From an optimization exercise on the open Yosys and OpenROAD flow, aimed at small area; shortcuts taken in it are not production practice.
The RTL was checked by simulation tests, not by an equivalence proof against the original design.
No activity file was given, so power comes from the tool's default toggle rates.

**flow/design.v**
```verilog
package gp_regs_pkg;
  typedef logic [15:0] addr_t;
  localparam addr_t ADDR_ID         = 16'h0000;
  localparam addr_t ADDR_VERSION    = 16'h0004;
  localparam addr_t ADDR_TIC_CYCLES = 16'h0008;
  localparam addr_t ADDR_CONTROL    = 16'h000C;
  localparam addr_t ADDR_TIC_COUNT  = 16'h0010;
  localparam addr_t ADDR_STATUS     = 16'h0014;
  localparam addr_t WIN_BASE = 16'h0100;
  localparam logic [7:0] DUMP_SEQ   = 8'h00;
  localparam logic [7:0] I_E        = 8'h04;
  localparam logic [7:0] Q_E        = 8'h08;
  localparam logic [7:0] I_P        = 8'h0C;
  localparam logic [7:0] Q_P        = 8'h10;
  localparam logic [7:0] I_L        = 8'h14;
  localparam logic [7:0] Q_L        = 8'h18;
  localparam logic [7:0] DUMP_EPOCH = 8'h1C;
  localparam logic [7:0] MEAS_SEQ       = 8'h20;
  localparam logic [7:0] TIC_EPOCH      = 8'h24;
  localparam logic [7:0] TIC_CODE_PHASE = 8'h28;
  localparam logic [7:0] TIC_CODE_NCO   = 8'h2C;
  localparam logic [7:0] TIC_CARR_CYCLE = 8'h30;
  localparam logic [7:0] TIC_CARR_NCO   = 8'h34;
  localparam logic [31:0] ID_VALUE      = 32'h4750_3231;
  localparam logic [31:0] VERSION_VALUE = 32'h0001_0000;
  localparam logic [31:0] TIC_CYCLES_RESET = 32'd1_636_800;
  localparam logic        TIC_ENABLE_RESET = 1'b1;
  localparam int STAT_TIC  = 0;
  localparam int STAT_DUMP = 1;
  localparam logic [1:0] RESP_OKAY = 2'b00;
endpackage
package gp_meas_pkg;
  localparam int SEQ_W        = 32;
  localparam int EPOCH_W      = 16;
  localparam int CODE_PHASE_W = 11;
  localparam int CODE_NCO_W   = 10;
  localparam int CARR_CYCLE_W = 20;
  localparam int CARR_NCO_W   = 10;
  typedef logic [SEQ_W-1:0]   seq_t;
  typedef logic [EPOCH_W-1:0] epoch_t;
  typedef struct packed {
    epoch_t                  epoch;
    logic [CODE_PHASE_W-1:0] code_phase;    
    logic [CODE_NCO_W-1:0]   code_nco;
    logic [CARR_CYCLE_W-1:0] carr_cycle;
    logic [CARR_NCO_W-1:0]   carr_nco;
  } tic_meas_t;
  localparam int MIN_EVENT_GAP = 8;
endpackage
module gp_aoi222 (
  input  logic a0, b0, a1, b1, a2, b2,
  output logic y
);
  assign y = !((a0 && b0) || (a1 && b1) || (a2 && b2));
endmodule
module gp_rd_mux (
  input  logic [31:0] rdata_q,
  input  logic        hold,
  input  logic [17:0] d_ie,
  input  logic [17:0] d_qe,
  input  logic [17:0] d_ip,
  input  logic [17:0] d_qp,
  input  logic [17:0] d_il,
  input  logic [17:0] d_ql,
  input  logic [15:0] d_epoch,
  input  logic [15:0] m_epoch,
  input  logic [10:0] m_code_phase,
  input  logic [9:0]  m_code_nco,
  input  logic [19:0] m_carr_cycle,
  input  logic [9:0]  m_carr_nco,
  input  logic        stat_tic,
  input  logic        stat_dump,
  input  logic        en_host,
  input  logic [31:0] dump_seq,
  input  logic [31:0] meas_seq,
  input  logic [31:0] tic_cycles,
  input  logic [31:0] wdata_q,
  input  logic [3:0]  s_tcw,
  input  logic [3:0]  s_tcv,
  input  logic        s_id,
  input  logic        s_ver,
  input  logic        s_ctl,
  input  logic        s_st,
  input  logic        s_mseq,
  input  logic        s_dseq,
  input  logic        s_ie,
  input  logic        s_qe,
  input  logic        s_ip,
  input  logic        s_qp,
  input  logic        s_il,
  input  logic        s_ql,
  input  logic        s_dep,
  input  logic        s_mep,
  input  logic        s_mcp,
  input  logic        s_mcn,
  input  logic        s_mcc,
  input  logic        s_mca,
  output logic [31:0] rd_data
);
  logic sgn;
  logic [1:0] sgn_n;
  gp_aoi222 i_sgn0 (.a0(s_ie), .b0(d_ie[17]), .a1(s_qe), .b1(d_qe[17]), .a2(s_ip), .b2(d_ip[17]), .y(sgn_n[0]));
  gp_aoi222 i_sgn1 (.a0(s_qp), .b0(d_qp[17]), .a1(s_il), .b1(d_il[17]), .a2(s_ql), .b2(d_ql[17]), .y(sgn_n[1]));
  assign sgn = !(sgn_n[0] && sgn_n[1]);
  logic [6:0] t0;
  gp_aoi222 i_b0_0 (.a0(hold), .b0(rdata_q[0]), .a1(s_tcw[0]), .b1(wdata_q[0]), .a2(s_tcv[0]), .b2(tic_cycles[0]), .y(t0[0]));
  gp_aoi222 i_b0_1 (.a0(s_mseq), .b0(meas_seq[0]), .a1(s_dseq), .b1(dump_seq[0]), .a2(s_ctl), .b2(en_host), .y(t0[1]));
  gp_aoi222 i_b0_2 (.a0(s_st), .b0(stat_tic), .a1(s_ie), .b1(d_ie[0]), .a2(s_qe), .b2(d_qe[0]), .y(t0[2]));
  gp_aoi222 i_b0_3 (.a0(s_ip), .b0(d_ip[0]), .a1(s_qp), .b1(d_qp[0]), .a2(s_il), .b2(d_il[0]), .y(t0[3]));
  gp_aoi222 i_b0_4 (.a0(s_ql), .b0(d_ql[0]), .a1(s_dep), .b1(d_epoch[0]), .a2(s_mep), .b2(m_epoch[0]), .y(t0[4]));
  gp_aoi222 i_b0_5 (.a0(s_mcp), .b0(m_code_phase[0]), .a1(s_mcn), .b1(m_code_nco[0]), .a2(s_mcc), .b2(m_carr_cycle[0]), .y(t0[5]));
  assign t0[6] = !(s_mca && m_carr_nco[0]);
  assign rd_data[0] = !(&t0) || s_id;
  logic [5:0] t1;
  gp_aoi222 i_b1_0 (.a0(hold), .b0(rdata_q[1]), .a1(s_tcw[0]), .b1(wdata_q[1]), .a2(s_tcv[0]), .b2(tic_cycles[1]), .y(t1[0]));
  gp_aoi222 i_b1_1 (.a0(s_mseq), .b0(meas_seq[1]), .a1(s_dseq), .b1(dump_seq[1]), .a2(s_st), .b2(stat_dump), .y(t1[1]));
  gp_aoi222 i_b1_2 (.a0(s_ie), .b0(d_ie[1]), .a1(s_qe), .b1(d_qe[1]), .a2(s_ip), .b2(d_ip[1]), .y(t1[2]));
  gp_aoi222 i_b1_3 (.a0(s_qp), .b0(d_qp[1]), .a1(s_il), .b1(d_il[1]), .a2(s_ql), .b2(d_ql[1]), .y(t1[3]));
  gp_aoi222 i_b1_4 (.a0(s_dep), .b0(d_epoch[1]), .a1(s_mep), .b1(m_epoch[1]), .a2(s_mcp), .b2(m_code_phase[1]), .y(t1[4]));
  gp_aoi222 i_b1_5 (.a0(s_mcn), .b0(m_code_nco[1]), .a1(s_mcc), .b1(m_carr_cycle[1]), .a2(s_mca), .b2(m_carr_nco[1]), .y(t1[5]));
  assign rd_data[1] = !(&t1);
  logic [5:0] t2;
  gp_aoi222 i_b2_0 (.a0(hold), .b0(rdata_q[2]), .a1(s_tcw[0]), .b1(wdata_q[2]), .a2(s_tcv[0]), .b2(tic_cycles[2]), .y(t2[0]));
  gp_aoi222 i_b2_1 (.a0(s_mseq), .b0(meas_seq[2]), .a1(s_dseq), .b1(dump_seq[2]), .a2(s_ie), .b2(d_ie[2]), .y(t2[1]));
  gp_aoi222 i_b2_2 (.a0(s_qe), .b0(d_qe[2]), .a1(s_ip), .b1(d_ip[2]), .a2(s_qp), .b2(d_qp[2]), .y(t2[2]));
  gp_aoi222 i_b2_3 (.a0(s_il), .b0(d_il[2]), .a1(s_ql), .b1(d_ql[2]), .a2(s_dep), .b2(d_epoch[2]), .y(t2[3]));
  gp_aoi222 i_b2_4 (.a0(s_mep), .b0(m_epoch[2]), .a1(s_mcp), .b1(m_code_phase[2]), .a2(s_mcn), .b2(m_code_nco[2]), .y(t2[4]));
  assign t2[5] = !(s_mcc && m_carr_cycle[2]) && !(s_mca && m_carr_nco[2]);
  assign rd_data[2] = !(&t2);
  logic [5:0] t3;
  gp_aoi222 i_b3_0 (.a0(hold), .b0(rdata_q[3]), .a1(s_tcw[0]), .b1(wdata_q[3]), .a2(s_tcv[0]), .b2(tic_cycles[3]), .y(t3[0]));
  gp_aoi222 i_b3_1 (.a0(s_mseq), .b0(meas_seq[3]), .a1(s_dseq), .b1(dump_seq[3]), .a2(s_ie), .b2(d_ie[3]), .y(t3[1]));
  gp_aoi222 i_b3_2 (.a0(s_qe), .b0(d_qe[3]), .a1(s_ip), .b1(d_ip[3]), .a2(s_qp), .b2(d_qp[3]), .y(t3[2]));
  gp_aoi222 i_b3_3 (.a0(s_il), .b0(d_il[3]), .a1(s_ql), .b1(d_ql[3]), .a2(s_dep), .b2(d_epoch[3]), .y(t3[3]));
  gp_aoi222 i_b3_4 (.a0(s_mep), .b0(m_epoch[3]), .a1(s_mcp), .b1(m_code_phase[3]), .a2(s_mcn), .b2(m_code_nco[3]), .y(t3[4]));
  assign t3[5] = !(s_mcc && m_carr_cycle[3]) && !(s_mca && m_carr_nco[3]);
  assign rd_data[3] = !(&t3);
  logic [5:0] t4;
  gp_aoi222 i_b4_0 (.a0(hold), .b0(rdata_q[4]), .a1(s_tcw[0]), .b1(wdata_q[4]), .a2(s_tcv[0]), .b2(tic_cycles[4]), .y(t4[0]));
  gp_aoi222 i_b4_1 (.a0(s_mseq), .b0(meas_seq[4]), .a1(s_dseq), .b1(dump_seq[4]), .a2(s_ie), .b2(d_ie[4]), .y(t4[1]));
  gp_aoi222 i_b4_2 (.a0(s_qe), .b0(d_qe[4]), .a1(s_ip), .b1(d_ip[4]), .a2(s_qp), .b2(d_qp[4]), .y(t4[2]));
  gp_aoi222 i_b4_3 (.a0(s_il), .b0(d_il[4]), .a1(s_ql), .b1(d_ql[4]), .a2(s_dep), .b2(d_epoch[4]), .y(t4[3]));
  gp_aoi222 i_b4_4 (.a0(s_mep), .b0(m_epoch[4]), .a1(s_mcp), .b1(m_code_phase[4]), .a2(s_mcn), .b2(m_code_nco[4]), .y(t4[4]));
  assign t4[5] = !(s_mcc && m_carr_cycle[4]) && !(s_mca && m_carr_nco[4]);
  assign rd_data[4] = !(&t4) || s_id;
  logic [5:0] t5;
  gp_aoi222 i_b5_0 (.a0(hold), .b0(rdata_q[5]), .a1(s_tcw[0]), .b1(wdata_q[5]), .a2(s_tcv[0]), .b2(tic_cycles[5]), .y(t5[0]));
  gp_aoi222 i_b5_1 (.a0(s_mseq), .b0(meas_seq[5]), .a1(s_dseq), .b1(dump_seq[5]), .a2(s_ie), .b2(d_ie[5]), .y(t5[1]));
  gp_aoi222 i_b5_2 (.a0(s_qe), .b0(d_qe[5]), .a1(s_ip), .b1(d_ip[5]), .a2(s_qp), .b2(d_qp[5]), .y(t5[2]));
  gp_aoi222 i_b5_3 (.a0(s_il), .b0(d_il[5]), .a1(s_ql), .b1(d_ql[5]), .a2(s_dep), .b2(d_epoch[5]), .y(t5[3]));
  gp_aoi222 i_b5_4 (.a0(s_mep), .b0(m_epoch[5]), .a1(s_mcp), .b1(m_code_phase[5]), .a2(s_mcn), .b2(m_code_nco[5]), .y(t5[4]));
  assign t5[5] = !(s_mcc && m_carr_cycle[5]) && !(s_mca && m_carr_nco[5]);
  assign rd_data[5] = !(&t5) || s_id;
  logic [5:0] t6;
  gp_aoi222 i_b6_0 (.a0(hold), .b0(rdata_q[6]), .a1(s_tcw[0]), .b1(wdata_q[6]), .a2(s_tcv[0]), .b2(tic_cycles[6]), .y(t6[0]));
  gp_aoi222 i_b6_1 (.a0(s_mseq), .b0(meas_seq[6]), .a1(s_dseq), .b1(dump_seq[6]), .a2(s_ie), .b2(d_ie[6]), .y(t6[1]));
  gp_aoi222 i_b6_2 (.a0(s_qe), .b0(d_qe[6]), .a1(s_ip), .b1(d_ip[6]), .a2(s_qp), .b2(d_qp[6]), .y(t6[2]));
  gp_aoi222 i_b6_3 (.a0(s_il), .b0(d_il[6]), .a1(s_ql), .b1(d_ql[6]), .a2(s_dep), .b2(d_epoch[6]), .y(t6[3]));
  gp_aoi222 i_b6_4 (.a0(s_mep), .b0(m_epoch[6]), .a1(s_mcp), .b1(m_code_phase[6]), .a2(s_mcn), .b2(m_code_nco[6]), .y(t6[4]));
  assign t6[5] = !(s_mcc && m_carr_cycle[6]) && !(s_mca && m_carr_nco[6]);
  assign rd_data[6] = !(&t6);
  logic [5:0] t7;
  gp_aoi222 i_b7_0 (.a0(hold), .b0(rdata_q[7]), .a1(s_tcw[0]), .b1(wdata_q[7]), .a2(s_tcv[0]), .b2(tic_cycles[7]), .y(t7[0]));
  gp_aoi222 i_b7_1 (.a0(s_mseq), .b0(meas_seq[7]), .a1(s_dseq), .b1(dump_seq[7]), .a2(s_ie), .b2(d_ie[7]), .y(t7[1]));
  gp_aoi222 i_b7_2 (.a0(s_qe), .b0(d_qe[7]), .a1(s_ip), .b1(d_ip[7]), .a2(s_qp), .b2(d_qp[7]), .y(t7[2]));
  gp_aoi222 i_b7_3 (.a0(s_il), .b0(d_il[7]), .a1(s_ql), .b1(d_ql[7]), .a2(s_dep), .b2(d_epoch[7]), .y(t7[3]));
  gp_aoi222 i_b7_4 (.a0(s_mep), .b0(m_epoch[7]), .a1(s_mcp), .b1(m_code_phase[7]), .a2(s_mcn), .b2(m_code_nco[7]), .y(t7[4]));
  assign t7[5] = !(s_mcc && m_carr_cycle[7]) && !(s_mca && m_carr_nco[7]);
  assign rd_data[7] = !(&t7);
  logic [5:0] t8;
  gp_aoi222 i_b8_0 (.a0(hold), .b0(rdata_q[8]), .a1(s_tcw[1]), .b1(wdata_q[8]), .a2(s_tcv[1]), .b2(tic_cycles[8]), .y(t8[0]));
  gp_aoi222 i_b8_1 (.a0(s_mseq), .b0(meas_seq[8]), .a1(s_dseq), .b1(dump_seq[8]), .a2(s_ie), .b2(d_ie[8]), .y(t8[1]));
  gp_aoi222 i_b8_2 (.a0(s_qe), .b0(d_qe[8]), .a1(s_ip), .b1(d_ip[8]), .a2(s_qp), .b2(d_qp[8]), .y(t8[2]));
  gp_aoi222 i_b8_3 (.a0(s_il), .b0(d_il[8]), .a1(s_ql), .b1(d_ql[8]), .a2(s_dep), .b2(d_epoch[8]), .y(t8[3]));
  gp_aoi222 i_b8_4 (.a0(s_mep), .b0(m_epoch[8]), .a1(s_mcp), .b1(m_code_phase[8]), .a2(s_mcn), .b2(m_code_nco[8]), .y(t8[4]));
  assign t8[5] = !(s_mcc && m_carr_cycle[8]) && !(s_mca && m_carr_nco[8]);
  assign rd_data[8] = !(&t8);
  logic [5:0] t9;
  gp_aoi222 i_b9_0 (.a0(hold), .b0(rdata_q[9]), .a1(s_tcw[1]), .b1(wdata_q[9]), .a2(s_tcv[1]), .b2(tic_cycles[9]), .y(t9[0]));
  gp_aoi222 i_b9_1 (.a0(s_mseq), .b0(meas_seq[9]), .a1(s_dseq), .b1(dump_seq[9]), .a2(s_ie), .b2(d_ie[9]), .y(t9[1]));
  gp_aoi222 i_b9_2 (.a0(s_qe), .b0(d_qe[9]), .a1(s_ip), .b1(d_ip[9]), .a2(s_qp), .b2(d_qp[9]), .y(t9[2]));
  gp_aoi222 i_b9_3 (.a0(s_il), .b0(d_il[9]), .a1(s_ql), .b1(d_ql[9]), .a2(s_dep), .b2(d_epoch[9]), .y(t9[3]));
  gp_aoi222 i_b9_4 (.a0(s_mep), .b0(m_epoch[9]), .a1(s_mcp), .b1(m_code_phase[9]), .a2(s_mcn), .b2(m_code_nco[9]), .y(t9[4]));
  assign t9[5] = !(s_mcc && m_carr_cycle[9]) && !(s_mca && m_carr_nco[9]);
  assign rd_data[9] = !(&t9) || s_id;
  logic [4:0] t10;
  gp_aoi222 i_b10_0 (.a0(hold), .b0(rdata_q[10]), .a1(s_tcw[1]), .b1(wdata_q[10]), .a2(s_tcv[1]), .b2(tic_cycles[10]), .y(t10[0]));
  gp_aoi222 i_b10_1 (.a0(s_mseq), .b0(meas_seq[10]), .a1(s_dseq), .b1(dump_seq[10]), .a2(s_ie), .b2(d_ie[10]), .y(t10[1]));
  gp_aoi222 i_b10_2 (.a0(s_qe), .b0(d_qe[10]), .a1(s_ip), .b1(d_ip[10]), .a2(s_qp), .b2(d_qp[10]), .y(t10[2]));
  gp_aoi222 i_b10_3 (.a0(s_il), .b0(d_il[10]), .a1(s_ql), .b1(d_ql[10]), .a2(s_dep), .b2(d_epoch[10]), .y(t10[3]));
  gp_aoi222 i_b10_4 (.a0(s_mep), .b0(m_epoch[10]), .a1(s_mcp), .b1(m_code_phase[10]), .a2(s_mcc), .b2(m_carr_cycle[10]), .y(t10[4]));
  assign rd_data[10] = !(&t10);
  logic [4:0] t11;
  gp_aoi222 i_b11_0 (.a0(hold), .b0(rdata_q[11]), .a1(s_tcw[1]), .b1(wdata_q[11]), .a2(s_tcv[1]), .b2(tic_cycles[11]), .y(t11[0]));
  gp_aoi222 i_b11_1 (.a0(s_mseq), .b0(meas_seq[11]), .a1(s_dseq), .b1(dump_seq[11]), .a2(s_ie), .b2(d_ie[11]), .y(t11[1]));
  gp_aoi222 i_b11_2 (.a0(s_qe), .b0(d_qe[11]), .a1(s_ip), .b1(d_ip[11]), .a2(s_qp), .b2(d_qp[11]), .y(t11[2]));
  gp_aoi222 i_b11_3 (.a0(s_il), .b0(d_il[11]), .a1(s_ql), .b1(d_ql[11]), .a2(s_dep), .b2(d_epoch[11]), .y(t11[3]));
  assign t11[4] = !(s_mep && m_epoch[11]) && !(s_mcc && m_carr_cycle[11]);
  assign rd_data[11] = !(&t11);
  logic [4:0] t12;
  gp_aoi222 i_b12_0 (.a0(hold), .b0(rdata_q[12]), .a1(s_tcw[1]), .b1(wdata_q[12]), .a2(s_tcv[1]), .b2(tic_cycles[12]), .y(t12[0]));
  gp_aoi222 i_b12_1 (.a0(s_mseq), .b0(meas_seq[12]), .a1(s_dseq), .b1(dump_seq[12]), .a2(s_ie), .b2(d_ie[12]), .y(t12[1]));
  gp_aoi222 i_b12_2 (.a0(s_qe), .b0(d_qe[12]), .a1(s_ip), .b1(d_ip[12]), .a2(s_qp), .b2(d_qp[12]), .y(t12[2]));
  gp_aoi222 i_b12_3 (.a0(s_il), .b0(d_il[12]), .a1(s_ql), .b1(d_ql[12]), .a2(s_dep), .b2(d_epoch[12]), .y(t12[3]));
  assign t12[4] = !(s_mep && m_epoch[12]) && !(s_mcc && m_carr_cycle[12]);
  assign rd_data[12] = !(&t12) || s_id;
  logic [4:0] t13;
  gp_aoi222 i_b13_0 (.a0(hold), .b0(rdata_q[13]), .a1(s_tcw[1]), .b1(wdata_q[13]), .a2(s_tcv[1]), .b2(tic_cycles[13]), .y(t13[0]));
  gp_aoi222 i_b13_1 (.a0(s_mseq), .b0(meas_seq[13]), .a1(s_dseq), .b1(dump_seq[13]), .a2(s_ie), .b2(d_ie[13]), .y(t13[1]));
  gp_aoi222 i_b13_2 (.a0(s_qe), .b0(d_qe[13]), .a1(s_ip), .b1(d_ip[13]), .a2(s_qp), .b2(d_qp[13]), .y(t13[2]));
  gp_aoi222 i_b13_3 (.a0(s_il), .b0(d_il[13]), .a1(s_ql), .b1(d_ql[13]), .a2(s_dep), .b2(d_epoch[13]), .y(t13[3]));
  assign t13[4] = !(s_mep && m_epoch[13]) && !(s_mcc && m_carr_cycle[13]);
  assign rd_data[13] = !(&t13) || s_id;
  logic [4:0] t14;
  gp_aoi222 i_b14_0 (.a0(hold), .b0(rdata_q[14]), .a1(s_tcw[1]), .b1(wdata_q[14]), .a2(s_tcv[1]), .b2(tic_cycles[14]), .y(t14[0]));
  gp_aoi222 i_b14_1 (.a0(s_mseq), .b0(meas_seq[14]), .a1(s_dseq), .b1(dump_seq[14]), .a2(s_ie), .b2(d_ie[14]), .y(t14[1]));
  gp_aoi222 i_b14_2 (.a0(s_qe), .b0(d_qe[14]), .a1(s_ip), .b1(d_ip[14]), .a2(s_qp), .b2(d_qp[14]), .y(t14[2]));
  gp_aoi222 i_b14_3 (.a0(s_il), .b0(d_il[14]), .a1(s_ql), .b1(d_ql[14]), .a2(s_dep), .b2(d_epoch[14]), .y(t14[3]));
  assign t14[4] = !(s_mep && m_epoch[14]) && !(s_mcc && m_carr_cycle[14]);
  assign rd_data[14] = !(&t14);
  logic [4:0] t15;
  gp_aoi222 i_b15_0 (.a0(hold), .b0(rdata_q[15]), .a1(s_tcw[1]), .b1(wdata_q[15]), .a2(s_tcv[1]), .b2(tic_cycles[15]), .y(t15[0]));
  gp_aoi222 i_b15_1 (.a0(s_mseq), .b0(meas_seq[15]), .a1(s_dseq), .b1(dump_seq[15]), .a2(s_ie), .b2(d_ie[15]), .y(t15[1]));
  gp_aoi222 i_b15_2 (.a0(s_qe), .b0(d_qe[15]), .a1(s_ip), .b1(d_ip[15]), .a2(s_qp), .b2(d_qp[15]), .y(t15[2]));
  gp_aoi222 i_b15_3 (.a0(s_il), .b0(d_il[15]), .a1(s_ql), .b1(d_ql[15]), .a2(s_dep), .b2(d_epoch[15]), .y(t15[3]));
  assign t15[4] = !(s_mep && m_epoch[15]) && !(s_mcc && m_carr_cycle[15]);
  assign rd_data[15] = !(&t15);
  logic [3:0] t16;
  gp_aoi222 i_b16_0 (.a0(hold), .b0(rdata_q[16]), .a1(s_tcw[2]), .b1(wdata_q[16]), .a2(s_tcv[2]), .b2(tic_cycles[16]), .y(t16[0]));
  gp_aoi222 i_b16_1 (.a0(s_mseq), .b0(meas_seq[16]), .a1(s_dseq), .b1(dump_seq[16]), .a2(s_ie), .b2(d_ie[16]), .y(t16[1]));
  gp_aoi222 i_b16_2 (.a0(s_qe), .b0(d_qe[16]), .a1(s_ip), .b1(d_ip[16]), .a2(s_qp), .b2(d_qp[16]), .y(t16[2]));
  gp_aoi222 i_b16_3 (.a0(s_il), .b0(d_il[16]), .a1(s_ql), .b1(d_ql[16]), .a2(s_mcc), .b2(m_carr_cycle[16]), .y(t16[3]));
  assign rd_data[16] = !(&t16) || s_ver;
  logic [1:0] t17;
  gp_aoi222 i_b17_0 (.a0(hold), .b0(rdata_q[17]), .a1(s_tcw[2]), .b1(wdata_q[17]), .a2(s_tcv[2]), .b2(tic_cycles[17]), .y(t17[0]));
  gp_aoi222 i_b17_1 (.a0(s_mseq), .b0(meas_seq[17]), .a1(s_dseq), .b1(dump_seq[17]), .a2(s_mcc), .b2(m_carr_cycle[17]), .y(t17[1]));
  assign rd_data[17] = !(&t17) || sgn;
  logic [1:0] t18;
  gp_aoi222 i_b18_0 (.a0(hold), .b0(rdata_q[18]), .a1(s_tcw[2]), .b1(wdata_q[18]), .a2(s_tcv[2]), .b2(tic_cycles[18]), .y(t18[0]));
  gp_aoi222 i_b18_1 (.a0(s_mseq), .b0(meas_seq[18]), .a1(s_dseq), .b1(dump_seq[18]), .a2(s_mcc), .b2(m_carr_cycle[18]), .y(t18[1]));
  assign rd_data[18] = !(&t18) || sgn;
  logic [1:0] t19;
  gp_aoi222 i_b19_0 (.a0(hold), .b0(rdata_q[19]), .a1(s_tcw[2]), .b1(wdata_q[19]), .a2(s_tcv[2]), .b2(tic_cycles[19]), .y(t19[0]));
  gp_aoi222 i_b19_1 (.a0(s_mseq), .b0(meas_seq[19]), .a1(s_dseq), .b1(dump_seq[19]), .a2(s_mcc), .b2(m_carr_cycle[19]), .y(t19[1]));
  assign rd_data[19] = !(&t19) || sgn;
  logic [1:0] t20;
  gp_aoi222 i_b20_0 (.a0(hold), .b0(rdata_q[20]), .a1(s_tcw[2]), .b1(wdata_q[20]), .a2(s_tcv[2]), .b2(tic_cycles[20]), .y(t20[0]));
  assign t20[1] = !(s_mseq && meas_seq[20]) && !(s_dseq && dump_seq[20]);
  assign rd_data[20] = !(&t20) || s_id || sgn;
  logic [1:0] t21;
  gp_aoi222 i_b21_0 (.a0(hold), .b0(rdata_q[21]), .a1(s_tcw[2]), .b1(wdata_q[21]), .a2(s_tcv[2]), .b2(tic_cycles[21]), .y(t21[0]));
  assign t21[1] = !(s_mseq && meas_seq[21]) && !(s_dseq && dump_seq[21]);
  assign rd_data[21] = !(&t21) || sgn;
  logic [1:0] t22;
  gp_aoi222 i_b22_0 (.a0(hold), .b0(rdata_q[22]), .a1(s_tcw[2]), .b1(wdata_q[22]), .a2(s_tcv[2]), .b2(tic_cycles[22]), .y(t22[0]));
  assign t22[1] = !(s_mseq && meas_seq[22]) && !(s_dseq && dump_seq[22]);
  assign rd_data[22] = !(&t22) || s_id || sgn;
  logic [1:0] t23;
  gp_aoi222 i_b23_0 (.a0(hold), .b0(rdata_q[23]), .a1(s_tcw[2]), .b1(wdata_q[23]), .a2(s_tcv[2]), .b2(tic_cycles[23]), .y(t23[0]));
  assign t23[1] = !(s_mseq && meas_seq[23]) && !(s_dseq && dump_seq[23]);
  assign rd_data[23] = !(&t23) || sgn;
  logic [1:0] t24;
  gp_aoi222 i_b24_0 (.a0(hold), .b0(rdata_q[24]), .a1(s_tcw[3]), .b1(wdata_q[24]), .a2(s_tcv[3]), .b2(tic_cycles[24]), .y(t24[0]));
  assign t24[1] = !(s_mseq && meas_seq[24]) && !(s_dseq && dump_seq[24]);
  assign rd_data[24] = !(&t24) || s_id || sgn;
  logic [1:0] t25;
  gp_aoi222 i_b25_0 (.a0(hold), .b0(rdata_q[25]), .a1(s_tcw[3]), .b1(wdata_q[25]), .a2(s_tcv[3]), .b2(tic_cycles[25]), .y(t25[0]));
  assign t25[1] = !(s_mseq && meas_seq[25]) && !(s_dseq && dump_seq[25]);
  assign rd_data[25] = !(&t25) || s_id || sgn;
  logic [1:0] t26;
  gp_aoi222 i_b26_0 (.a0(hold), .b0(rdata_q[26]), .a1(s_tcw[3]), .b1(wdata_q[26]), .a2(s_tcv[3]), .b2(tic_cycles[26]), .y(t26[0]));
  assign t26[1] = !(s_mseq && meas_seq[26]) && !(s_dseq && dump_seq[26]);
  assign rd_data[26] = !(&t26) || s_id || sgn;
  logic [1:0] t27;
  gp_aoi222 i_b27_0 (.a0(hold), .b0(rdata_q[27]), .a1(s_tcw[3]), .b1(wdata_q[27]), .a2(s_tcv[3]), .b2(tic_cycles[27]), .y(t27[0]));
  assign t27[1] = !(s_mseq && meas_seq[27]) && !(s_dseq && dump_seq[27]);
  assign rd_data[27] = !(&t27) || sgn;
  logic [1:0] t28;
  gp_aoi222 i_b28_0 (.a0(hold), .b0(rdata_q[28]), .a1(s_tcw[3]), .b1(wdata_q[28]), .a2(s_tcv[3]), .b2(tic_cycles[28]), .y(t28[0]));
  assign t28[1] = !(s_mseq && meas_seq[28]) && !(s_dseq && dump_seq[28]);
  assign rd_data[28] = !(&t28) || sgn;
  logic [1:0] t29;
  gp_aoi222 i_b29_0 (.a0(hold), .b0(rdata_q[29]), .a1(s_tcw[3]), .b1(wdata_q[29]), .a2(s_tcv[3]), .b2(tic_cycles[29]), .y(t29[0]));
  assign t29[1] = !(s_mseq && meas_seq[29]) && !(s_dseq && dump_seq[29]);
  assign rd_data[29] = !(&t29) || sgn;
  logic [1:0] t30;
  gp_aoi222 i_b30_0 (.a0(hold), .b0(rdata_q[30]), .a1(s_tcw[3]), .b1(wdata_q[30]), .a2(s_tcv[3]), .b2(tic_cycles[30]), .y(t30[0]));
  assign t30[1] = !(s_mseq && meas_seq[30]) && !(s_dseq && dump_seq[30]);
  assign rd_data[30] = !(&t30) || s_id || sgn;
  logic [1:0] t31;
  gp_aoi222 i_b31_0 (.a0(hold), .b0(rdata_q[31]), .a1(s_tcw[3]), .b1(wdata_q[31]), .a2(s_tcv[3]), .b2(tic_cycles[31]), .y(t31[0]));
  assign t31[1] = !(s_mseq && meas_seq[31]) && !(s_dseq && dump_seq[31]);
  assign rd_data[31] = !(&t31) || sgn;
endmodule
module gp_baseband_regs #(
  parameter int ACC_W = 18
) (
  input  logic                                 axi_clk,
  input  logic                                 axi_rstn,
  input  logic [31:0]                          s_axi_awaddr,
  input  logic                                 s_axi_awvalid,
  output logic                                 s_axi_awready,
  input  logic [31:0]                          s_axi_wdata,
  input  logic [3:0]                           s_axi_wstrb,
  input  logic                                 s_axi_wvalid,
  output logic                                 s_axi_wready,
  output logic [1:0]                           s_axi_bresp,
  output logic                                 s_axi_bvalid,
  input  logic                                 s_axi_bready,
  input  logic [31:0]                          s_axi_araddr,
  input  logic                                 s_axi_arvalid,
  output logic                                 s_axi_arready,
  output logic [31:0]                          s_axi_rdata,
  output logic [1:0]                           s_axi_rresp,
  output logic                                 s_axi_rvalid,
  input  logic                                 s_axi_rready,
  input  logic                                 dump_pulse,
  input  logic signed [ACC_W-1:0]              i_early,
  input  logic signed [ACC_W-1:0]              q_early,
  input  logic signed [ACC_W-1:0]              i_prompt,
  input  logic signed [ACC_W-1:0]              q_prompt,
  input  logic signed [ACC_W-1:0]              i_late,
  input  logic signed [ACC_W-1:0]              q_late,
  input  gp_meas_pkg::epoch_t                  epoch_dump,
  input  gp_meas_pkg::epoch_t                  tic_epoch,
  input  logic [gp_meas_pkg::CODE_PHASE_W-1:0] tic_code_phase,
  input  logic [gp_meas_pkg::CODE_NCO_W-1:0]   tic_code_nco,
  input  logic [gp_meas_pkg::CARR_CYCLE_W-1:0] tic_carr_cycle,
  input  logic [gp_meas_pkg::CARR_NCO_W-1:0]   tic_carr_nco,
  output logic                                 tic_pulse
);
  logic        have_aw;
  logic        have_w;
  logic [1:0]  wsel;       
  logic [31:0] wdata_q;
  logic [3:0]  wstrb_q;
  logic        pend1;      
  logic        pend2;      
  logic        aw_hs;
  logic        w_hs;
  logic        commit;
  assign s_axi_awready = !have_aw && !s_axi_bvalid;
  assign s_axi_wready  = !have_w && !s_axi_bvalid;
  assign s_axi_bresp   = gp_regs_pkg::RESP_OKAY;
  assign aw_hs  = s_axi_awvalid && s_axi_awready;
  assign w_hs   = s_axi_wvalid && s_axi_wready;
  assign commit = have_aw && (have_w || s_axi_wvalid) && !s_axi_bvalid;
  always_ff @(posedge axi_clk) begin
    if (aw_hs) begin
      case (s_axi_awaddr[15:0])
        gp_regs_pkg::ADDR_TIC_CYCLES: wsel <= 2'd1;
        gp_regs_pkg::ADDR_CONTROL:    wsel <= 2'd2;
        gp_regs_pkg::ADDR_STATUS:     wsel <= 2'd3;
        default:                      wsel <= 2'd0;
      endcase
    end
    if (w_hs) begin
      wdata_q <= s_axi_wdata;
      wstrb_q <= s_axi_wstrb;
    end
  end
  always_ff @(posedge axi_clk) begin
    if (!axi_rstn) begin
      have_aw      <= 1'b0;
      have_w       <= 1'b0;
      s_axi_bvalid <= 1'b0;
      pend1        <= 1'b0;
      pend2        <= 1'b0;
    end else begin
      have_aw      <= !commit && (have_aw || aw_hs);
      have_w       <= !commit && (have_w || w_hs);
      s_axi_bvalid <= commit || (s_axi_bvalid && !s_axi_bready);
      pend1        <= commit;
      pend2        <= pend1;
    end
  end
  logic [31:0] tic_cycles;
  logic        tic_enable;
  logic        pend_cyc;
  logic        pend_ctl;
  logic        en_host;
  assign pend_cyc = (pend1 || pend2) && wsel == 2'd1;
  assign pend_ctl = (pend1 || pend2) && wsel == 2'd2 && wstrb_q[0];
  always_ff @(posedge axi_clk) begin
    if (!axi_rstn) begin
      tic_cycles <= gp_regs_pkg::TIC_CYCLES_RESET;
      tic_enable <= gp_regs_pkg::TIC_ENABLE_RESET;
    end else if (pend2) begin
      for (int b = 0; b < 4; b++) begin
        if (wsel == 2'd1 && wstrb_q[b]) tic_cycles[8*b +: 8] <= wdata_q[8*b +: 8];
      end
      if (wsel == 2'd2 && wstrb_q[0]) tic_enable <= wdata_q[0];
    end
  end
  assign en_host = pend_ctl ? wdata_q[0] : tic_enable;
  function automatic logic [31:0] carries(input logic [31:0] q, input logic c0);
    logic [1:0] seg;
    seg[0] = c0;
    seg[1] = c0 && (&q[15:0]);
    for (int k = 0; k < 2; k++) begin
      carries[16*k] = seg[k];
      for (int i = 1; i < 16; i++) carries[16*k+i] = carries[16*k+i-1] && q[16*k+i-1];
    end
  endfunction
  logic [31:0] cnt1;
  logic [31:0] cnt1_cy;
  logic        hit;
  logic        run;
  assign cnt1_cy = carries(cnt1, 1'b1);
  assign hit     = cnt1 == tic_cycles || tic_cycles[31:1] == 31'd0;
  assign run     = axi_rstn && tic_enable && !hit;
  always_ff @(posedge axi_clk) begin
    cnt1      <= {{31{run}} & (cnt1[31:1] ^ cnt1_cy[31:1]), !run || !cnt1[0]};
    tic_pulse <= axi_rstn && tic_enable && hit;
  end
  logic [ACC_W-1:0]  d_ie, d_qe, d_ip, d_qp, d_il, d_ql;
  logic [15:0]       d_epoch;
  logic [15:0]       m_epoch;
  logic [10:0]       m_code_phase;
  logic [9:0]        m_code_nco;
  logic [19:0]       m_carr_cycle;
  logic [9:0]        m_carr_nco;
  logic              dump_vld;
  logic              meas_vld;
  logic [31:0]       dump_seq;
  logic [31:0]       meas_seq;
  logic              stat_tic;
  logic              stat_dump;
  logic              clr_tic;
  logic              clr_dump;
  always_ff @(posedge axi_clk) begin
    if (dump_pulse) begin
      d_ie    <= i_early;
      d_qe    <= q_early;
      d_ip    <= i_prompt;
      d_qp    <= q_prompt;
      d_il    <= i_late;
      d_ql    <= q_late;
      d_epoch <= epoch_dump;
    end
    if (tic_pulse) begin
      m_epoch      <= tic_epoch;
      m_code_phase <= tic_code_phase;
      m_code_nco   <= tic_code_nco;
      m_carr_cycle <= tic_carr_cycle;
      m_carr_nco   <= tic_carr_nco;
    end
  end
  logic [31:0]       dump_cy;
  logic [31:0]       meas_cy;
  assign dump_cy = carries(dump_seq, dump_pulse);
  assign meas_cy = carries(meas_seq, tic_pulse);
  assign clr_tic  = pend1 && wsel == 2'd3 && wstrb_q[0] && wdata_q[gp_regs_pkg::STAT_TIC];
  assign clr_dump = pend1 && wsel == 2'd3 && wstrb_q[0] && wdata_q[gp_regs_pkg::STAT_DUMP];
  always_ff @(posedge axi_clk) begin
    if (!axi_rstn) begin
      dump_vld  <= 1'b0;
      meas_vld  <= 1'b0;
      dump_seq  <= '0;
      meas_seq  <= '0;
      stat_tic  <= 1'b0;
      stat_dump <= 1'b0;
    end else begin
      dump_vld  <= dump_vld || dump_pulse;
      meas_vld  <= meas_vld || tic_pulse;
      dump_seq  <= dump_seq ^ dump_cy;
      meas_seq  <= meas_seq ^ meas_cy;
      stat_tic  <= tic_pulse || (stat_tic && !clr_tic);
      stat_dump <= dump_pulse || (stat_dump && !clr_dump);
    end
  end
  logic [15:0] ra;
  logic        ra_ok;
  logic        rg;
  logic        rw;
  logic [31:0] rd_data;
  assign s_axi_arready = !s_axi_rvalid;
  assign s_axi_rresp   = gp_regs_pkg::RESP_OKAY;
  assign ra    = s_axi_araddr[15:0];
  assign ra_ok = ra[15:9] == 7'd0 && ra[7:6] == 2'd0 && ra[1:0] == 2'd0;
  assign rg    = ra_ok && !ra[8] && !ra[5] && !s_axi_rvalid;
  assign rw    = ra_ok && ra[8] && !s_axi_rvalid;
  logic        s_id, s_ver, s_tc, s_ctl, s_st, s_mseq, s_dseq;
  logic        s_ie, s_qe, s_ip, s_qp, s_il, s_ql, s_dep;
  logic        s_mep, s_mcp, s_mcn, s_mcc, s_mca;
  logic [3:0]  s_tcw;
  logic [3:0]  s_tcv;
  assign s_id   = rg && ra[4:2] == 3'd0;
  assign s_ver  = rg && ra[4:2] == 3'd1;
  assign s_tc   = rg && ra[4:2] == 3'd2;
  assign s_ctl  = rg && ra[4:2] == 3'd3;
  assign s_st   = rg && ra[4:2] == 3'd5;
  assign s_mseq = (rg && ra[4:2] == 3'd4) || (rw && ra[5:2] == 4'd8);
  assign s_dseq = rw && ra[5:2] == 4'd0;
  assign s_ie   = rw && dump_vld && ra[5:2] == 4'd1;
  assign s_qe   = rw && dump_vld && ra[5:2] == 4'd2;
  assign s_ip   = rw && dump_vld && ra[5:2] == 4'd3;
  assign s_qp   = rw && dump_vld && ra[5:2] == 4'd4;
  assign s_il   = rw && dump_vld && ra[5:2] == 4'd5;
  assign s_ql   = rw && dump_vld && ra[5:2] == 4'd6;
  assign s_dep  = rw && dump_vld && ra[5:2] == 4'd7;
  assign s_mep  = rw && meas_vld && ra[5:2] == 4'd9;
  assign s_mcp  = rw && meas_vld && ra[5:2] == 4'd10;
  assign s_mcn  = rw && meas_vld && ra[5:2] == 4'd11;
  assign s_mcc  = rw && meas_vld && ra[5:2] == 4'd12;
  assign s_mca  = rw && meas_vld && ra[5:2] == 4'd13;
  always_comb begin
    for (int b = 0; b < 4; b++) begin
      s_tcw[b] = s_tc && pend_cyc && wstrb_q[b];
      s_tcv[b] = s_tc && !(pend_cyc && wstrb_q[b]);
    end
  end
  gp_rd_mux i_rd_mux (
    .rdata_q      (s_axi_rdata),
    .hold         (s_axi_rvalid),
    .d_ie         (d_ie),
    .d_qe         (d_qe),
    .d_ip         (d_ip),
    .d_qp         (d_qp),
    .d_il         (d_il),
    .d_ql         (d_ql),
    .d_epoch      (d_epoch),
    .m_epoch      (m_epoch),
    .m_code_phase (m_code_phase),
    .m_code_nco   (m_code_nco),
    .m_carr_cycle (m_carr_cycle),
    .m_carr_nco   (m_carr_nco),
    .stat_tic     (stat_tic),
    .stat_dump    (stat_dump),
    .en_host      (en_host),
    .dump_seq     (dump_seq),
    .meas_seq     (meas_seq),
    .tic_cycles   (tic_cycles),
    .wdata_q      (wdata_q),
    .s_tcw        (s_tcw),
    .s_tcv        (s_tcv),
    .s_id         (s_id),
    .s_ver        (s_ver),
    .s_ctl        (s_ctl),
    .s_st         (s_st),
    .s_mseq       (s_mseq),
    .s_dseq       (s_dseq),
    .s_ie         (s_ie),
    .s_qe         (s_qe),
    .s_ip         (s_ip),
    .s_qp         (s_qp),
    .s_il         (s_il),
    .s_ql         (s_ql),
    .s_dep        (s_dep),
    .s_mep        (s_mep),
    .s_mcp        (s_mcp),
    .s_mcn        (s_mcn),
    .s_mcc        (s_mcc),
    .s_mca        (s_mca),
    .rd_data      (rd_data)
  );
  always_ff @(posedge axi_clk) begin
    s_axi_rdata <= rd_data;
  end
  always_ff @(posedge axi_clk) begin
    if (!axi_rstn) begin
      s_axi_rvalid <= 1'b0;
    end else begin
      s_axi_rvalid <= (s_axi_arvalid && !s_axi_rvalid) || (s_axi_rvalid && !s_axi_rready);
    end
  end
endmodule
```
**flow/flow/run.sh**
```bash
#!/bin/bash
# Standard ORFS layout with two changes: the ports are buffered with the smallest buffer, and
# the clock tree groups about 9 flip-flops on each leaf buffer and adds no dummy loads.
set -euo pipefail
bash standard.sh synth > synth.log 2>&1
bash standard.sh "BUFFER_PORTS_ARGS=-buffer_cell sky130_fd_sc_hd__buf_1" \
  "CTS_ARGS=-sink_clustering_enable -repair_clock_nets -dont_use_dummy_load -buf_list sky130_fd_sc_hd__clkbuf_4 -root_buf sky130_fd_sc_hd__clkbuf_8 -sink_clustering_size 9 -sink_clustering_max_diameter 50" \
  finish > layout.log 2>&1
```
**flow/standard.sh**
```bash
#!/bin/bash
# synth_recipe.tcl (not shown) runs the flow's synth.tcl, then flattens the netlist and writes it again
# the make line also repeats each setting of config.mk as NAME=value (left out here)
make -C /OpenROAD-flow-scripts/flow DESIGN_CONFIG=/design/flow/config.mk WORK_HOME=/design/flow/orfs CLKGATE_MAP_FILE= SYNTH_SCRIPT=/design/flow/synth_recipe.tcl "${@:-finish}"
```
**flow/config.mk**
```make
export PLATFORM = sky130hd
export DESIGN_NAME = gp_baseband_regs
export DESIGN_NICKNAME = gp_baseband_regs
export VERILOG_FILES = /design/flow/design.v
export SDC_FILE = /design/flow/constraint.sdc
export NUM_CORES = 4
export LEC_CHECK = 0
export CAP_MARGIN = 20
export CORE_MARGIN = 2
export CORE_UTILIZATION = 60
export SLEW_MARGIN = 20
export SYNTH_HIERARCHICAL = 1
```
**flow/constraint.sdc**
```tcl
create_clock -name core_clock -period 6.0 [get_ports {axi_clk}]
set_input_delay 1.2000 -clock core_clock [delete_from_list [all_inputs] [get_ports {axi_clk}]]
set_output_delay 1.2000 -clock core_clock [all_outputs]
set_load 0.01 [all_outputs]
```
==> load_flow_metrics.sql <==
INSERT INTO impl_metrics (metric_group, metric, value, unit) VALUES
('route', 'dr.pass1.iters', '9', ''),
('timing', 'max_slew_vio_count', '0', ''),
('route', 'postRouteAntennaNets', '0', ''),
('critical_path', 'worstPathRequired', '6.46', 'ns'),
('global_route', 'gr-total-overflow', '0', ''),
('clocking', 'hold_buffers', '0', ''),
('route', 'detailedRoute.firstIterationViolations', '1306', ''),
('timing', 'timing.final.setup_violations', '0', ''),
('critical_path', 'ws_path_type', 'in2reg', ''),
('route', 'via_cell_ratio', '6.039', ''),
('floorplan', 'rows', '58', ''),
('route', 'route.vias.total', '10680', ''),
('route', 'detail_route.drc_violations', '0', ''),
('clocking', 'htreeDepth', '2', ''),
('yosys', 'synth_top_cells_by_count', 'sky130_fd_sc_hd__edfxtp_1 (229), sky130_fd_sc_hd__dfxtp_1 (172), sky130_fd_sc_hd__a222oi_1 (101)', ''),
('critical_path', 'setup.worst_path.start_class', 'primary input', ''),
('yosys', 'yosys_most_used_dff', 'sky130_fd_sc_hd__edfxtp_1', ''),
('layout', 'design.final.nets', '1827', ''),
('clocking', 'root_driver', 'sky130_fd_sc_hd__clkbuf_8', ''),
('yosys', 'ys_warn_count', '7', ''),
('yosys', 'synth_edf_count', '229', ''),
('floorplan', 'floorplan.initialDensity', '61.24', '%'),
('timing', 'fin_tns_setup', '0', 'ns'),
('worst_hold_path', 'count_of_cells_along_the_worst_hold_path', '1', ''),
('yosys', 'syn_area_per_cell', '14.06', 'µm²'),
('clocking', 'cts_inserted_buffers', '51', ''),
('route', 'wl_per_cell', '22.74', 'µm'),
('clocking', 'ctsLongestPathBuffers', '3', ''),
('yosys', 'synth-async-reset-ratio', '0', '%'),
('critical_path', 'timing.critical_path.arrival', '4.71', 'ns'),
('global_route', 'global_route.usage.total', '29.75', '%'),
('timing', 'final.min_clock_period', '4.252', 'ns'),
('outcome', 'outcome', 'no timing/DRC/antenna violations', ''),
('critical_path', 'worst_path_largest_cell_delay', '0.28', 'ns'),
('clocking', 'path_clk_slew', '0.10', 'ns'),
('floorplan', 'core', '0.02518', 'mm²'),
('critical_path', 'rr_worst_depth', '19', ''),
('yosys', 'yosysSeqAreaShare', '66.92', '%'),
('timing', 'worst_pin_slew', '1.093', 'ns'),
('global_route', 'grt_max_degree', '109', ''),
('yosys', 'ys_seq_elements', '401', ''),
('timing', 'max_slew_margin', '26.84', '%'),
('critical_path', 'worst-path-max-fanout', '38', ''),
('layout', 'area_growth', '12.90', '%'),
('layout', 'drive_above_1_share', '6.681', '%'),
('critical_path', 'timing.critical_path.to_type', 'flip-flop', ''),
('yosys', 'syn-cell-area', '0.01542', 'mm²'),
('yosys', 'synth_most_common_cell', 'sky130_fd_sc_hd__edfxtp_1', ''),
('clocking', 'cts_resized', '0', ''),
('yosys', 'synth_largest_type_area_fraction', '44.59', '%'),
('power_and_ir_drop', 'cellLeakagePower', '6.611', 'nW'),
('global_route', 'global_route_wire_length_before_repair', '59050', 'µm'),
('worst_hold_path', 'hold_class', 'reg2reg', ''),
('floorplan', 'floorplan.die.width', '164.3', 'µm'),
('yosys', 'ys_top_cells_by_area', 'sky130_fd_sc_hd__edfxtp_1 (45%), sky130_fd_sc_hd__dfxtp_1 (22%), sky130_fd_sc_hd__ha_1 (7.2%)', ''),
('timing', 'clock-skew-final', '0.04997', 'ns'),
('yosys', 'synth_largest_area_cell', 'sky130_fd_sc_hd__edfxtp_1', ''),
('floorplan', 'die_area', '0.02700', 'mm²'),
('yosys', 'postSynthCellCount', '1097', ''),
('critical_path', 'critPathBufInv', '2', ''),
('critical_path', 'cpLargestDelayFamily', 'adder cells', ''),
('floorplan', 'ios', '341', ''),
('layout', 'finalCoreUtilization', '69.14', '%'),
('placement', 'gpl.final_weighted_congestion', '0.8973', ''),
('power_and_ir_drop', 'power_density', '256.8', 'mW/mm²'),
('clocking', 'postCtsSetupBuffers', '0', ''),
('timing', 'hold_violations', '0', ''),
('route', 'route.final.wire_length', '40220', 'µm'),
('clocking', 'clock_sinks', '401', ''),
('global_route', 'grt_antenna_before_repair', '2', ''),
('placement', 'hpwl', '29290', 'µm');
-- final timing paths --
path | from | end | slack [ns]
max | dump_pulse | dump_seq[15] | 1.75
min | cnt1[0] | cnt1[0] | 0.43
max reg2reg | tic_pulse | meas_seq[31] | 1.80
min reg2reg | cnt1[0] | cnt1[0] | 0.43
-- modules after synthesis (local to each module, per instance) --
module,times used,cell area [µm²]
gp_baseband_regs,1,13830
gp_rd_mux,1,579.3
gp_aoi222,101,10.01
-- where the power goes --
| group | internal [W] | switching [W] | leakage [nW] |
|---|---|---|---|
| Combinational | 0.0000619 | 0.0000932 | 2.80 |
| Clock | 0.000432 | 0.000830 | 0.248 |
| Sequential | 0.00301 | 0.0000448 | 3.57 |
| Total | 0.00350 | 0.000968 | 6.61 |
-- layout make-up --
cell class	count	area (µm²)
timing repair buffer	321	1277
fill	1861	7770
tap	330	412.9
inverter	5	18.77
clock buffer	51	414.1
multi-input combinational	659	4960
sequential	401	10320
antenna	2	5.005
-- cells in the final DEF (no fill, tap or decap), types with 5 or more instances in the layout --
cell,netlist,routed
sky130_fd_sc_hd__a222oi_1,101,101
sky130_fd_sc_hd__clkbuf_4,0,47
sky130_fd_sc_hd__xnor2_1,32,32
sky130_fd_sc_hd__edfxtp_1,229,229
sky130_fd_sc_hd__or3_1,7,7
sky130_fd_sc_hd__a21boi_0,22,22
sky130_fd_sc_hd__nand4_1,29,29
sky130_fd_sc_hd__nor2_1,24,24
sky130_fd_sc_hd__a22oi_1,11,11
sky130_fd_sc_hd__nor2b_1,9,9
sky130_fd_sc_hd__buf_4,4,16
sky130_fd_sc_hd__and2_1,71,71
sky130_fd_sc_hd__ha_1,89,89
sky130_fd_sc_hd__clkbuf_8,0,5
sky130_fd_sc_hd__buf_1,0,302
sky130_fd_sc_hd__nand3_1,36,36
sky130_fd_sc_hd__nor4_1,16,15
sky130_fd_sc_hd__nand4b_1,5,5
sky130_fd_sc_hd__inv_1,5,5
sky130_fd_sc_hd__and4_1,6,6
sky130_fd_sc_hd__xor2_1,7,7
sky130_fd_sc_hd__a21oi_1,8,7
sky130_fd_sc_hd__nand2_1,99,99
sky130_fd_sc_hd__and3_1,38,38
sky130_fd_sc_hd__dfxtp_1,172,171
-- registers in the layout, indices dropped and copies added (netlist names), 20 cells and up --
register	cells
cnt1	32
dump_seq	32
meas_seq	32
s_axi_rdata	32
tic_cycles	32
wdata_q	32
m_carr_cycle	20
-- metal layers --
| metal | vias to the layer above | global-route usage (%) | routed length (µm) |
|---|---|---|---|
| li1 | 4999 | - | - |
| met1 | 5078 | 38.39 | 15750 |
| met2 | 532 | 50.82 | 19950 |
| met3 | 72 | 5.505 | 3413 |
| met4 | 2 | 9.928 | 1093 |
| met5 | - | 0 | 13 |
-- metrics by stage --
step	worst slack [ns]	hold slack, ns	total power, W	instance area [µm²]	std cells
detailed placement	1.173	0.4139	0.003272	16980	1716
global route	1.564	0.4525	0.004637	17410	1767
global placement	1.196	0.4074	0.003266	16980	1716
CTS	1.758	0.4370	0.004501	17400	1767
finish	1.748	0.4340	0.004471	17410	1769
floorplan	1.280	0.3980	0.003151	15430	1100
-- cell families after synthesis --
| logic type | Yosys count | synth area share, % |
|---|---|---|
| flops | 401 | 66.92 |
| simple gates | 364 | 12.83 |
| compound gates | 162 | 9.541 |
| fa+ha+maj | 89 | 7.221 |
| buf+inv | 40 | 1.176 |
| xor+xnor | 39 | 2.215 |
| other cells | 1 | 0.02432 |
| mux | 1 | 0.07301 |
-- worst register-to-register path: cells and delay by family, from the launching register on --
kind / cells / cell delay, ns
flip-flops: 1 / 0.81
adder cells (fa/ha/maj): 15 / 2.38
AND/OR/NAND/NOR: 3 / 0.85
XOR/XNOR: 1 / 0.13

-- re-timing with driven ports --
In the flow no input, the clock included, has a driving cell. The finished layout below was timed again as built, in two steps. Step 1 sets driving cells, clkbuf_16 on the clock port and buf_2 on the other inputs (assumed; they add their load-dependent delay and slew). Step 2 adds t to the input delays and takes it off the output delays; t is the mean of the earliest and latest rising clock arrival at the registers after step 1. Input paths then give back, and output paths get back, about the clock's delay inside the block. Slacks: no drivers / after step 1 / after step 2; pairs: no drivers / after step 1.
t (ns): 0.586
setup WS [ns]: 1.748 / 1.720 / 1.134
worst setup path at the end: input to register
latest minus earliest clock arrival (ns): 0.059 / 0.059
worst data-port slew with drivers (ns): 0.11
After both steps this run still meets setup and hold. The setup slack of this run moves by -0.028 ns with the drivers and by -0.614 ns with both steps.
